This design comes from an exercise in tuning for small area on the open sky130 flow, not from production work.
In this exercise RTL edits were held to simulation tests only and were not proved equivalent to the original.
Power is estimated from default activity; no workload was simulated.

File: flow/config.mk
export PLATFORM = sky130hd
export DESIGN_NAME = dmem_responder
export DESIGN_NICKNAME = dmem_responder
export VERILOG_FILES = /design/flow/design.v
export SDC_FILE = /design/flow/constraint.sdc
export NUM_CORES = 4
export LEC_CHECK = 0
export CAP_MARGIN = 20
export CORE_MARGIN = 2
export CORE_UTILIZATION = 40
export SLEW_MARGIN = 20
File: flow/run.sh
#!/bin/bash
# synth_recipe.tcl (not shown) runs the flow's synth.tcl, then flattens the netlist and writes it again
# the make line also repeats each setting of config.mk as NAME=value (left out here)
make -C /OpenROAD-flow-scripts/flow DESIGN_CONFIG=/design/flow/config.mk WORK_HOME=/design/flow/orfs CLKGATE_MAP_FILE= SYNTH_SCRIPT=/design/flow/synth_recipe.tcl finish
File: flow/design.v
package dmem_pkg;
  localparam int          CNT_W         = 4;
  localparam logic [31:0] MMIO_SW_ADDR  = 32'hFFFF_0000;
  localparam logic [31:0] MMIO_HEX_ADDR = 32'hFFFF_0004;
  typedef enum logic [1:0] {
    IDLE = 2'd0,
    WAIT = 2'd1,
    RESP = 2'd2
  } state_e;
endpackage
module dmem_array #(
  parameter  int DEPTH  = 64,
  parameter  int DATA_W = 32,
  localparam int AW     = $clog2(DEPTH)
) (
  input  logic              clk,
  input  logic              reset,
  input  logic              we,
  input  logic              re,
  input  logic [AW-1:0]     addr,
  input  logic [DATA_W-1:0] wdata,
  output logic [DATA_W-1:0] rdata
);
  logic [DATA_W-1:0] mem [DEPTH];
  always_ff @(posedge clk) begin
    if (we) mem[addr] <= wdata;
  end
  always_ff @(posedge clk or negedge reset) begin
    if (!reset)  rdata <= '0;
    else if (re) rdata <= mem[addr];
  end
endmodule
module dmem_responder
#(
  parameter int DEPTH       = 64,
  parameter int WAIT_CYCLES = 2,
  parameter int DATA_W      = 32,
  parameter int ADDR_W      = 32
) (
  input  logic        clk,
  input  logic        reset,
  input  logic        req_valid,
  input  logic        req_we,
  input  logic [31:0] req_addr,
  input  logic [31:0] req_wdata,
  output logic        req_ready,
  output logic        rsp_valid,
  output logic [31:0] rsp_rdata,
  output logic        rsp_err,
  output logic        busy,
  input  logic [3:0]  sw_in,
  output logic [31:0] hex_out
);
  localparam int AW = $clog2(DEPTH);
  localparam logic [dmem_pkg::CNT_W-1:0] CNT_LOAD =
    (WAIT_CYCLES > 0) ? dmem_pkg::CNT_W'(WAIT_CYCLES - 1) : '0;
  dmem_pkg::state_e            state;
  logic [dmem_pkg::CNT_W-1:0]  cnt;
  logic              we_q;
  logic [ADDR_W-1:0] addr_q;
  logic [DATA_W-1:0] wdata_q;
  logic              rsp_err_q;
  logic              use_arr_q;
  logic [DATA_W-1:0] rsp_data_q;
  logic              accept;
  logic              enter_resp;
  logic              cur_we;
  logic [ADDR_W-1:0] cur_addr;
  logic [DATA_W-1:0] cur_wdata;
  logic              in_range;
  logic              is_sw;
  logic              is_hex;
  logic              acc_err;
  logic              arr_we;
  logic              arr_re;
  logic [DATA_W-1:0] arr_rdata;
  logic [DATA_W-1:0] mmio_rdata;
  logic [31:0]       hex_q;
  assign req_ready = (state == dmem_pkg::IDLE);
  assign busy      = (state != dmem_pkg::IDLE);
  assign rsp_valid = (state == dmem_pkg::RESP);
  assign rsp_err   = rsp_err_q;
  assign rsp_rdata = use_arr_q ? arr_rdata : rsp_data_q;
  assign accept     = req_valid && req_ready;
  assign enter_resp = (state == dmem_pkg::IDLE && accept && WAIT_CYCLES == 0) ||
                      (state == dmem_pkg::WAIT && cnt == '0);
  always_comb begin
    cur_we     = we_q;
    cur_addr   = addr_q;
    cur_wdata  = wdata_q;
    is_sw      = 1'b0;
    is_hex     = 1'b0;
    mmio_rdata = '0;
    if (state == dmem_pkg::IDLE) begin
      cur_we    = req_we;
      cur_addr  = req_addr;
      cur_wdata = req_wdata;
    end
    in_range = (cur_addr >> 2) < ADDR_W'(DEPTH);
    is_sw  = (cur_addr == dmem_pkg::MMIO_SW_ADDR);
    is_hex = (cur_addr == dmem_pkg::MMIO_HEX_ADDR);
    if (is_sw)       mmio_rdata = {28'b0, sw_in};
    else if (is_hex) mmio_rdata = hex_q;
    acc_err = (cur_addr[1:0] != 2'b00) ||
              !(in_range || is_hex || (is_sw && !cur_we));
    arr_we  = enter_resp && !acc_err && in_range &&  cur_we;
    arr_re  = enter_resp && !acc_err && in_range && !cur_we;
  end
  always_ff @(posedge clk or negedge reset) begin
    if (!reset) begin
      state      <= dmem_pkg::IDLE;
      cnt        <= '0;
      we_q       <= 1'b0;
      addr_q     <= '0;
      wdata_q    <= '0;
      rsp_err_q  <= 1'b0;
      use_arr_q  <= 1'b0;
      rsp_data_q <= '0;
    end else begin
      if (enter_resp) begin
        rsp_err_q  <= acc_err;
        use_arr_q  <= arr_re;
        rsp_data_q <= (!acc_err && !cur_we && !in_range) ? mmio_rdata : '0;
      end
      case (state)
        dmem_pkg::IDLE: if (accept) begin
          we_q    <= req_we;
          addr_q  <= req_addr;
          wdata_q <= req_wdata;
          if (WAIT_CYCLES == 0) begin
            state <= dmem_pkg::RESP;
          end else begin
            state <= dmem_pkg::WAIT;
            cnt   <= CNT_LOAD;
          end
        end
        dmem_pkg::WAIT: begin
          if (cnt == '0) state <= dmem_pkg::RESP;
          else           cnt   <= cnt - 1'b1;
        end
        dmem_pkg::RESP:    state <= dmem_pkg::IDLE;
        default: state <= dmem_pkg::IDLE;
      endcase
    end
  end
  always_ff @(posedge clk or negedge reset) begin
    if (!reset) hex_q <= '0;
    else if (enter_resp && cur_we && is_hex && !acc_err) hex_q <= cur_wdata;
  end
  assign hex_out = hex_q;
  dmem_array #(
    .DEPTH  (DEPTH),
    .DATA_W (DATA_W)
  ) u_array (
    .clk   (clk),
    .reset (reset),
    .we    (arr_we),
    .re    (arr_re),
    .addr  (cur_addr[AW+1:2]),
    .wdata (cur_wdata),
    .rdata (arr_rdata)
  );
endmodule
File: flow/constraint.sdc
create_clock -name core_clock -period 5.5 [get_ports {clk}]
set_input_delay 1.1000 -clock core_clock [delete_from_list [all_inputs] [get_ports {clk}]]
set_output_delay 1.1000 -clock core_clock [all_outputs]
set_load 0.01 [all_outputs]
==> results of run 1 <==
[report_power, final]
part	internal, mW	switching, mW	total (mW)
registers	22.1	0.199	22.3
clock network	8.47	6.67	15.1
logic	6.58	20.2	26.8
total	37.2	27.1	64.3
[worst register-to-register path, cell delays in order, from the launching register on]
cell	delay, ns
sky130_fd_sc_hd__dfrtp_1	0.36
sky130_fd_sc_hd__buf_4	0.21
sky130_fd_sc_hd__or2_2	0.34
sky130_fd_sc_hd__inv_2	0.31
sky130_fd_sc_hd__mux2i_1	0.70
sky130_fd_sc_hd__nand3_1	0.24
sky130_fd_sc_hd__or3_1	0.86
sky130_fd_sc_hd__buf_4	0.44
sky130_fd_sc_hd__a221oi_1	0.23
sky130_fd_sc_hd__nand4_1	0.32
sky130_fd_sc_hd__o32a_1	0.39
[synthesized netlist by cell type (20+ instances only)]
cell,number,area share
sky130_fd_sc_hd__a32oi_1,72,0.0072
sky130_fd_sc_hd__nor4_1,20,0.0014
sky130_fd_sc_hd__o2111ai_1,21,0.0021
sky130_fd_sc_hd__a211oi_1,129,0.011
sky130_fd_sc_hd__nor2_1,105,0.0045
sky130_fd_sc_hd__mux2_2,130,0.017
sky130_fd_sc_hd__mux4_2,92,0.024
sky130_fd_sc_hd__buf_1,35,0.0015
sky130_fd_sc_hd__a22o_1,33,0.0033
sky130_fd_sc_hd__buf_2,161,0.0092
sky130_fd_sc_hd__mux2i_1,140,0.016
sky130_fd_sc_hd__o21ai_0,106,0.0061
sky130_fd_sc_hd__edfxtp_1,2048,0.70
sky130_fd_sc_hd__a22oi_1,24,0.0021
sky130_fd_sc_hd__nand3_1,416,0.024
sky130_fd_sc_hd__clkbuf_1,166,0.0071
sky130_fd_sc_hd__and3_1,134,0.0096
sky130_fd_sc_hd__a31oi_1,181,0.013
sky130_fd_sc_hd__a21oi_1,81,0.0046
sky130_fd_sc_hd__a221oi_1,31,0.0031
sky130_fd_sc_hd__dfrtp_1,169,0.048
sky130_fd_sc_hd__buf_4,29,0.0025
sky130_fd_sc_hd__nand4_1,104,0.0074
sky130_fd_sc_hd__nand2_1,1163,0.050
[metal layers]
| layer | vias to the layer above | GRT usage | share of wire |
|---|---|---|---|
| met5 | - | 0 | 0.00040 |
| li1 | 23300 | - | - |
| met2 | 4353 | 0.409 | 0.43 |
| met4 | 20 | 0.150 | 0.062 |
| met3 | 711 | 0.0825 | 0.14 |
| met1 | 29700 | 0.387 | 0.37 |
[state kept, by name, indices dropped and copies added, names as in the netlist]
register       count
we_q               1
hex_q             32
use_arr_q          1
state              2
rsp_err_q          1
addr_q            32
u_array.rdata     32
cnt                4
u_array.mem     2048
rsp_data_q        32
wdata_q           32
[through the flow]
| stage | utilization | total power [mW] | std cells | hold WS [ns] | cell area [um^2] |
|---|---|---|---|---|---|
| floorplan | - | 35.1 | 5837 | 0.446 | 87600 |
| global placement | 0.439 | 48.5 | 8818 | 0.460 | 95400 |
| detailed placement | 0.439 | 48.7 | 8818 | 0.469 | 95400 |
| CTS | 0.472 | 63.6 | 9235 | 0.349 | 103000 |
| global route | 0.472 | 65.5 | 9236 | 0.377 | 103000 |
| finish | 0.472 | 64.3 | 9238 | 0.325 | 103000 |
[layout make-up]
type / instances / share of cell area
Antenna cell: 2 / 0.0000488
Clock buffer: 275 / 0.0571
Clock inverter: 142 / 0.0131
Inverter: 4 / 0.000146
Multi-Input combinational cell: 3217 / 0.203
Sequential cell: 2217 / 0.640
Tap cell: 2854 / 0.0348
Timing Repair Buffer: 527 / 0.0516
[cells by family after synthesis]
kind of cell / after synthesis / share of synthesized area
flip-flops: 2217 / 0.751
AND/OR/NAND/NOR: 2044 / 0.105
AO/OA/AOI/OAI: 796 / 0.0647
buffers and inverters: 403 / 0.0215
multiplexers: 373 / 0.0579
XOR/XNOR: 2 / 0.000200
adder cells (fa/ha/maj): 2 / 0.000286
[how the worst max path moves through the flow]
| stage | startpoint | end | slack, ns |
|---|---|---|---|
| after floorplan | req_addr[19] | u_array.mem[32][0] | 0.68 |
| after global placement | req_addr[2] | u_array.rdata[0] | 0.14 |
| after detailed placement | req_addr[16] | u_array.mem[34][8] | 0.41 |
| after CTS | state[0] | u_array.mem[34][28] | 1.15 |
| after global routing | state[0] | u_array.rdata[1] | 0.93 |
| final | state[0] | u_array.rdata[1] | 1.00 |
==> summary.log, run 1 <==
qor: timing.setup_viol_count_final 0
qor: critical_path.timing.critical_path.arrival 5.27 ns
qor: drt.post_drt_wl_per_cell 34.9 um
qor: grt.grt_pass1_wl 442000 um
qor: critical_path.worst_setup_path_start_kind flip-flop
qor: clocking.clkLatencyLatePin 0.89 ns
qor: critical_path.worst_r2r_endpoint u_array.rdata[1]
qor: clocking.max_root_sink_buffers 3
qor: timing.tightestPinTransition 1.28 ns
qor: floorplanning.die_y 472 um
qor: cells_and_area.area_of_all_sequential_standard_cells 65700 um^2
qor: cells_and_area.layout_commonest_cell sky130_fd_sc_hd__edfxtp_1
qor: place.numPortBuffers 139
qor: critical_path.max_stage_delay 0.86 ns
qor: clocking.clock_tree.root_cell sky130_fd_sc_hd__clkbuf_16
qor: critical_path.crit_top_cell sky130_fd_sc_hd__buf_4
qor: clocking.cts.clk_slew.worst_paths 0.06 ns
qor: cells_and_area.fin_nets 6264
qor: place.pre_cts_ws 0.414 ns
qor: floorplanning.core_area 217000 um^2
qor: synthesis.synth_enable_flop_cells 2048
qor: grt.grtUsageTotal 0.283
qor: critical_path.worstPathCellList buf_4, or2_2, inv_2, mux2i_1, nand3_1, or3_1, buf_4, a221oi_1, nand4_1, o32a_1
qor: power_and_ir_drop.p_leak 34.5 nW
qor: clocking.cts_post_setup_buffers_inserted 0
qor: floorplanning.start_util 0.403
qor: critical_path.worstRegToRegCells 10
qor: synthesis.synthesis.area 87600 um^2
qor: grt.grt_pass1_vias 53900
qor: run_status.status timing/DRC/antenna clean
qor: critical_path.worst_path_dominant_cell_family simple AND/OR/NAND/NOR gates
qor: timing.period_needed 4.50 ns
qor: place.gp_congestion 0.979
qor: clocking.tritoncts.num_buffers 223
qor: hold_path.holdCritPathClass input port to asynchronous set/reset pin
qor: drt.drt_pre_antenna_iters 6
qor: timing.achievable-frequency 0.222 GHz
qor: power_and_ir_drop.power_density 626 nW/um^2
qor: timing.slew_headroom 0.140
qor: cells_and_area.drive_gt1_frac 0.168
qor: power_and_ir_drop.ir_drop 0.668 mV
qor: critical_path.worst_r2r_startpoint state[0]
qor: drt.route.detailed.vias_per_inst 6.28
qor: floorplanning.rows 171
qor: drt.number_of_design_rule_violations_left_after_detail_routing 0
qor: critical_path.path_class flip-flop to flip-flop
qor: synthesis.async_flop_share 0.0762
qor: synthesis.synth_area_per_cell 15.0 um^2
qor: floorplanning.die_x 472 um
qor: clocking.hold_buffers 0
qor: floorplanning.die_area 223000 um^2
qor: grt.grt_antenna_before_repair 31
qor: synthesis.synth_top_flop_cell sky130_fd_sc_hd__edfxtp_1
qor: drt.total_wirelength 322000 um
qor: critical_path.cp.depth 10
qor: cells_and_area.fillers 18600
qor: clocking.cts-htree-levels 4
qor: timing.timing.final.max_slew_violations 0
qor: synthesis.synth_sequential_area_ratio 0.751
qor: critical_path.critical_path.slowest_cell sky130_fd_sc_hd__or3_1
qor: critical_path.crit_path_max_fanout 20
qor: place.post-dp-hpwl 206000 um
qor: synthesis.synth_cells 5837
qor: floorplanning.top_level_ports 140
qor: clocking.clock_tree_from_tritoncts done
qor: drt.drt.antenna.violating_nets 0
qor: synthesis.synth_cell_types 82
qor: cells_and_area.synthesis_to_layout_area_growth 17.2%
qor: critical_path.setup.reg_to_reg.worst_slack 1.00 ns
qor: flow_run.cap_viol_max_count 0
qor: synthesis.yosys_register_bits 2217
qor: synthesis.yosysWarnings 2
qor: clocking.cts_sinks 2217
qor: timing.timing_hold_violations_final 0
qor: clocking.ctsResizeCount 0
qor: timing.rsz_0062_raised_after_global_routing false
qor: drt.detailedRoute.firstIterationViolations 10000
qor: cells_and_area.most-common-layout-cells sky130_fd_sc_hd__edfxtp_1, sky130_fd_sc_hd__nand2_1, sky130_fd_sc_hd__nand3_1
qor: critical_path.cp.required 6.28 ns
qor: grt.grt_max_degree 97
qor: critical_path.path_buf_inv 3
qor: grt.grt_overflow 0
qor: timing.clock_skew 0.0474 ns
qor: timing.final.period_utilization 0.818
qor: timing.finalWorstSetupSlack 1.00 ns
qor: synthesis.synth.net_count 5911
qor: timing.finalSetupTns 0 ns
qor: critical_path.crit_path_end_kind flip-flop
qor: drt.routed_via_count 58000
qor: cells_and_area.area_taken_by_multi_input_logic_gates 20800 um^2
==> run 2: changes to the inputs <==
==> flow/design.v (replaced) <==
package dmem_pkg;
  localparam logic [31:0] MMIO_SW_ADDR  = 32'hFFFF_0000;
  localparam logic [31:0] MMIO_HEX_ADDR = 32'hFFFF_0004;
endpackage
module dmem_array (
  input  logic        clk,
  input  logic [15:0] wr_en,
  input  logic [31:0] wdata,
  input  logic [31:0] rsel,
  output logic [31:0] tap
);
  logic [31:0] pos [16][4];
  always_ff @(posedge clk) begin
    for (int r = 0; r < 16; r++) begin
      pos[r][0] <= wr_en[r] ? wdata : pos[r][3];
      pos[r][1] <= pos[r][0];
      pos[r][2] <= pos[r][1];
      pos[r][3] <= pos[r][2];
    end
  end
  always_comb begin
    tap = '0;
    for (int r = 0; r < 16; r++) begin
      tap = tap | ({32{rsel[2*r]}}   & pos[r][0])
                | ({32{rsel[2*r+1]}} & pos[r][2]);
    end
  end
endmodule
module dmem_responder (
  input  logic        clk,
  input  logic        reset,
  input  logic        req_valid,
  input  logic        req_we,
  input  logic [31:0] req_addr,
  input  logic [31:0] req_wdata,
  output logic        req_ready,
  output logic        rsp_valid,
  output logic [31:0] rsp_rdata,
  output logic        rsp_err,
  output logic        busy,
  input  logic [3:0]  sw_in,
  output logic [31:0] hex_out
);
  logic [1:0]  state;
  logic [1:0]  ph;
  logic [31:0] st_q;
  logic [5:0]  idx_q;
  logic        wp_q;
  logic        memrd_q, swrd_q, hexrd_q, hexwr_q, err_q;
  logic [31:0] hex_q;
  logic        accept;
  logic        aligned, lo_zero, hi_ones, is_mem, is_sw, is_hex, a_err;
  logic [1:0]  pslot;
  logic [15:0] wr_en;
  logic [31:0] rsel;
  logic [31:0] tap;
  logic        cap_mem, cap_io, st_en;
  logic [31:0] st_d;
  assign busy      = state != 2'd0;
  assign req_ready = state == 2'd0;
  assign rsp_valid = state == 2'd3;
  assign rsp_err   = err_q;
  assign hex_out   = hex_q;
  assign rsp_rdata = st_q & {32{memrd_q | swrd_q | hexrd_q}};
  assign accept = req_valid && state == 2'd0 && reset;
  assign aligned = req_addr[1:0] == 2'b00;
  assign lo_zero = req_addr[31:8] == 24'h0;
  assign hi_ones = req_addr[31:16] == 16'hFFFF && req_addr[15:3] == 13'h0;
  assign is_mem  = aligned && lo_zero;
  assign is_sw   = hi_ones && req_addr[2:0] == 3'b000;
  assign is_hex  = hi_ones && req_addr[2:0] == 3'b100;
  assign a_err   = !(is_mem || is_hex || (is_sw && !req_we));
  always_ff @(posedge clk or negedge reset) begin
    if (!reset) state <= 2'd0;
    else if (state != 2'd0 || accept) state <= state + 2'd1;
  end
  always_ff @(posedge clk) ph <= ph + 2'd1;
  always_ff @(posedge clk) begin
    if (accept) begin
      idx_q   <= req_addr[7:2];
      wp_q    <= is_mem && req_we;
      memrd_q <= is_mem && !req_we;
      swrd_q  <= is_sw && !req_we;
      hexrd_q <= is_hex && !req_we;
      hexwr_q <= is_hex && req_we;
      err_q   <= a_err;
    end
  end
  assign pslot = idx_q[1:0] + ph;
  always_comb begin
    for (int r = 0; r < 16; r++) begin
      wr_en[r]      = wp_q && idx_q[5:2] == 4'(r) && pslot == 2'd3;
      rsel[2*r]     = cap_mem && idx_q[5:2] == 4'(r) && !pslot[1];
      rsel[2*r+1]   = cap_mem && idx_q[5:2] == 4'(r) &&  pslot[1];
    end
  end
  assign cap_mem = memrd_q && state[1] != state[0] && !pslot[0];
  assign cap_io  = state == 2'd2 && (swrd_q || hexrd_q);
  assign st_en   = accept || cap_mem || cap_io;
  assign st_d    = ({32{accept}} & req_wdata)
                 | tap
                 | ({32{cap_io && hexrd_q}} & hex_q)
                 | ({32{cap_io && swrd_q}} & {28'b0, sw_in});
  always_ff @(posedge clk) begin
    if (st_en) st_q <= st_d;
  end
  always_ff @(posedge clk or negedge reset) begin
    if (!reset) hex_q <= '0;
    else if (state == 2'd2 && hexwr_q) hex_q <= st_q;
  end
  dmem_array u_array (
    .clk   (clk),
    .wr_en (wr_en),
    .wdata (st_q),
    .rsel  (rsel),
    .tap   (tap)
  );
endmodule
==> run 2 against run 1 <==
Clock-buffer cell count increased by 19. Worst hold slack got worse by 0.011 ns. Power decreased by 42%. Register-to-register slack improved by 0.85 ns.
==> summary.log, run 2 <==
qor: synthesis.synthAdderAreaFrac 0.000839 [+0.000553]
qor: cells_and_area.stdcell_area 70500 um^2 [-31%]
qor: timing.slew_headroom 0.141 [+0.000746]
qor: clocking.hold_buffers 0 [unchanged]
qor: hold_path.worst_hold_path.endpoint u_array.pos[62][22]
qor: hold_path.timing.hold.worst_path_depth 0
qor: critical_path.timing.critical_path.from hexrd_q
qor: cells_and_area.fin_nets 4403 [-30%]
qor: critical_path.worst_r2r_startpoint idx_q[2]
qor: timing.final.period_utilization 0.759 [-0.0582]
qor: cells_and_area.synthesis_to_layout_area_growth 18.2%
qor: place.post-dp-hpwl 132000 um [-36%]
qor: floorplanning.rows 141 [-18%]
qor: grt.grt_pass1_wl 286000 um [-35%]
qor: synthesis.synth-xor-area-share 0.00107 [+0.000869]
qor: cells_and_area.area_taken_by_multi_input_logic_gates 15400 um^2 [-26%]
qor: synthesis.synth_enable_flop_cells 44 [-98%]
qor: cells_and_area.drive_gt1_frac 0.266 [+0.0986]
qor: cells_and_area.biggestRegsByFlops u_array.pos x2048, hex_q x32, st_q x32
qor: cells_and_area.final_core_utilization 0.476 [+0.00424]
qor: grt.grt_overflow 0 [unchanged]
qor: cells_and_area.most-common-layout-cells sky130_fd_sc_hd__dfxtp_1, sky130_fd_sc_hd__mux2_2, sky130_fd_sc_hd__clkbuf_16
qor: synthesis.synth_area_per_cell 14.6 um^2 [-2.7%]
qor: synthesis.synth.top_cell.area_share 0.688 [-0.0146]
qor: drt.total_wirelength 210000 um [-35%]
qor: clocking.clock_tree.root_cell sky130_fd_sc_hd__clkbuf_16
qor: power_and_ir_drop.power_density 528 nW/um^2 [-16%]
qor: critical_path.worstPathCellList nor3_2, buf_4, nor2b_1, clkdlybuf4s50_1
qor: clocking.cts-htree-levels 4 [unchanged]
qor: floorplanning.start_util 0.403 [about the same]
qor: synthesis.yosys-mux-area-fraction 0.135 [+0.0773]
qor: grt.grt_antenna_before_repair 13 [-58%]
qor: synthesis.yosys_register_bits 2128 [-4.0%]
qor: synthesis.yosysWarnings 3 [+1]
qor: critical_path.path_buf_inv 2 [-1]
qor: cells_and_area.layout_commonest_cell sky130_fd_sc_hd__dfxtp_1
qor: synthesis.synth_cell_types 84 [+2.4%]
qor: hold_path.hp-start u_array.pos[61][22]
qor: power_and_ir_drop.ir_drop 0.267 mV [-60%]
qor: clocking.cts_post_setup_buffers_inserted 0 [unchanged]
qor: timing.finalWorstSetupSlack 1.32 ns [+0.320 ns]
qor: cells_and_area.fillers 12800 [-31%]
qor: timing.final.hold.worst_slack 0.314 ns [-0.0107 ns]
qor: drt.routed_via_count 36200 [-38%]
qor: synthesis.synth_sequential_area_ratio 0.724 [-0.0265]
qor: timing.tightestPinTransition 1.29 ns [+0.00661 ns]
qor: synthesis.yosys.cell_count.top_type sky130_fd_sc_hd__dfxtp_1
qor: cells_and_area.registers.top_by_ff_count u_array.pos
qor: synthesis.synth_top_family_by_area multiplexers
qor: synthesis.synth.net_count 4165 [-30%]
qor: floorplanning.die_x 390 um [-17%]
qor: synthesis.synth-compound-area-share 0.0817 [+0.0170]
qor: timing.timing.final.max_slew_violations 0 [unchanged]
qor: flow_run.cap_viol_max_count 0 [unchanged]
qor: critical_path.crit_path_end_kind output port
qor: timing.clock_skew 0.0274 ns [-0.0200 ns]
qor: timing.timing_hold_violations_final 0 [unchanged]
qor: critical_path.crit_path_max_fanout 21 [+5.0%]
qor: critical_path.critical_path.slowest_cell sky130_fd_sc_hd__edfxtp_1
qor: critical_path.worst_r2r_endpoint st_q[8]
qor: timing.achievable-frequency 0.239 GHz [+7.7%]
qor: synthesis.async_flop_share 0.0160 [-0.0603]
qor: critical_path.timing.critical_path.arrival 3.08 ns [-2.19 ns]
qor: place.post_dp_cell_area 63700 um^2 [-33%]
qor: synthesis.synth_cells 4089 [-30%]
qor: drt.drt_pre_antenna_iters 7 [+1]
qor: timing.rsz_0062_raised_after_global_routing false
qor: timing.setup_viol_count_final 0 [unchanged]
qor: floorplanning.core_area 148000 um^2 [-32%]
qor: synthesis.synth_top_cell_by_area sky130_fd_sc_hd__dfxtp_1
qor: drt.number_of_design_rule_violations_left_after_detail_routing 0 [unchanged]
qor: synthesis.netlist_top_cells_area sky130_fd_sc_hd__dfxtp_1, sky130_fd_sc_hd__mux2_2, sky130_fd_sc_hd__a22oi_1, sky130_fd_sc_hd__edfxtp_1, sky130_fd_sc_hd__dfrtp_1
qor: timing.period_needed 4.18 ns [-0.320 ns]
qor: critical_path.worstRegToRegCells 7 [-3]
qor: critical_path.worst_setup_path_start_kind flip-flop
qor: cells_and_area.max_ffs_per_register 2048 [unchanged]
qor: grt.grt_max_degree 94 [-3.1%]
qor: hold_path.holdCritPathClass flip-flop to flip-flop
qor: power_and_ir_drop.final_total_power 37.2 mW [-42%]
qor: cells_and_area.area_of_all_sequential_standard_cells 43200 um^2 [-34%]
qor: power_and_ir_drop.p_leak 27.8 nW [-20%]
qor: drt.drt.antenna.violating_nets 0 [unchanged]
qor: synthesis.synth_top_flop_cell sky130_fd_sc_hd__dfxtp_1
qor: place.numPortBuffers 139 [unchanged]
qor: synthesis.synthSimpleGateAreaFrac 0.0340 [-0.0708]
qor: floorplanning.top_level_ports 140 [unchanged]
qor: cells_and_area.post_layout_nonfiller_instances 6430 [-30%]
qor: critical_path.cp.depth 4 [-6]
qor: clocking.cts.clk_slew.worst_paths 0.07 ns [about the same]
qor: run_status.status timing/DRC/antenna clean
qor: floorplanning.die_y 390 um [-17%]
qor: clocking.cts_sinks 2128 [-4.0%]
qor: place.placed_cells_incl_taps 6057 [-31%]
qor: clocking.tritoncts.num_buffers 198 [-11%]
qor: drt.detailedRoute.firstIterationViolations 4133 [-59%]
qor: critical_path.path_class flip-flop to output port
qor: grt.grt_pass1_vias 35400 [-34%]
qor: timing.finalSetupTns 0 ns [unchanged]
qor: drt.route.detailed.vias_per_inst 5.62 [-10%]
qor: grt.grtUsageTotal 0.270 [-0.0136]
qor: clocking.ctsResizeCount 0 [unchanged]
qor: place.gp_congestion 0.900 [-8.0%]
qor: clocking.max_root_sink_buffers 3 [unchanged]
qor: clocking.clock_tree_from_tritoncts done
qor: synthesis.yosys-top-cells-count sky130_fd_sc_hd__dfxtp_1, sky130_fd_sc_hd__mux2_2, sky130_fd_sc_hd__a22oi_1
qor: critical_path.max_stage_delay 0.62 ns [-0.24 ns]
qor: floorplanning.die_area 152000 um^2 [-32%]
qor: critical_path.cp.required 4.40 ns [-1.88 ns]
qor: critical_path.setup.reg_to_reg.worst_slack 1.85 ns [+0.85 ns]
qor: clocking.clkLatencyLatePin 0.83 ns [-0.06 ns]
qor: drt.post_drt_wl_per_cell 32.7 um [-6.3%]
qor: synthesis.synthesis.area 59700 um^2 [-32%]
qor: critical_path.worst_path_dominant_cell_family buffers and inverters
qor: place.pre_cts_ws 1.13 ns [+0.716 ns]
## run 2: cell types whose count changed after synthesis, moves of 95 or more
cell                       before   now
sky130_fd_sc_hd__a211oi_1     129     5
sky130_fd_sc_hd__a22oi_1       24   209
sky130_fd_sc_hd__a31oi_1      181    26
sky130_fd_sc_hd__and3_1       134    12
sky130_fd_sc_hd__dfrtp_1      169    34
sky130_fd_sc_hd__dfxtp_1        0  2050
sky130_fd_sc_hd__edfxtp_1    2048    44
sky130_fd_sc_hd__mux2_2       130   640
sky130_fd_sc_hd__nand2_1     1163    85
sky130_fd_sc_hd__nand3_1      416    29
sky130_fd_sc_hd__nand4_1      104     9
## run 2: logic make-up (layout without fill, tap and decap cells)
group	Yosys count	count (layout)
AO/OA/AOI/OAI	628	628
XOR/XNOR	4	4
adder cells (fa/ha/maj)	4	4
buffers and inverters	255	659
flip-flops	2128	2128
multiplexers	716	716
other	0	7
AND/OR/NAND/NOR	354	354
## run 2: layout make-up
class | count | share of cell area
clock inverters | 72 | 0.0120
diodes | 7 | 0.000248
repair buffers | 283 | 0.0368
inverters | 10 | 0.000532
clock buffers | 294 | 0.0848
flip-flops and latches | 2128 | 0.613
multi-input cells | 1706 | 0.219
well taps | 1930 | 0.0342
## run 2: worst max-delay path by stage
stage                    end  slack [ns]
5_1_grt        rsp_rdata[28]        1.23
4_1_cts        rsp_rdata[23]        1.23
6_report       rsp_rdata[23]        1.32
2_1_floorplan       st_q[12]        2.78
3_5_place_dp         st_q[5]        1.13
3_3_place_gp         st_q[5]        1.13
## run 2: layer usage
layer	GRT usage	routed length, um
met1	0.360	87700
met5	0	78
met2	0.407	91400
met4	0.132	11300
met3	0.0688	19500
## run 2: power breakdown
group / switching, mW / total, mW / internal (mW)
clock network: 5.92 / 14.2 / 8.28
registers: 1.41 / 19.0 / 17.5
logic: 2.48 / 4.06 / 1.58
total: 9.81 / 37.2 / 27.4

==> static timing again, ports no longer ideal <==
The flow's constraints put no driver on any port. The routed layouts listed below were extracted and timed again, unchanged, in two steps. Step 1: set_driving_cell puts a clkbuf_16 on clk and a buf_2 on each other input, an assumption about the parent block. Step 2, shift: input delay + t, output delay - t, t = (earliest + latest rising clock arrival at the registers) / 2. This alone moves slack from input paths to output paths. Slacks: ideal / step 1 / step 2; pairs: ideal / step 1.
run | t, ns | setup slack, ns | hold WS [ns] | pins driven straight from the clock port
run 1 | 0.963 | 1.003 / 1.003 / 0.326 | 0.325 / 0.272 / 0.483 | 1
run 2 | 0.899 | 1.323 / 1.241 / 1.087 | 0.314 / 0.314 / 0.314 | 1
After both steps every run listed still meets setup and hold. For run 1, which loses most, drivers alone change the setup slack by 0.000 ns; drivers and shift together by -0.677 ns.
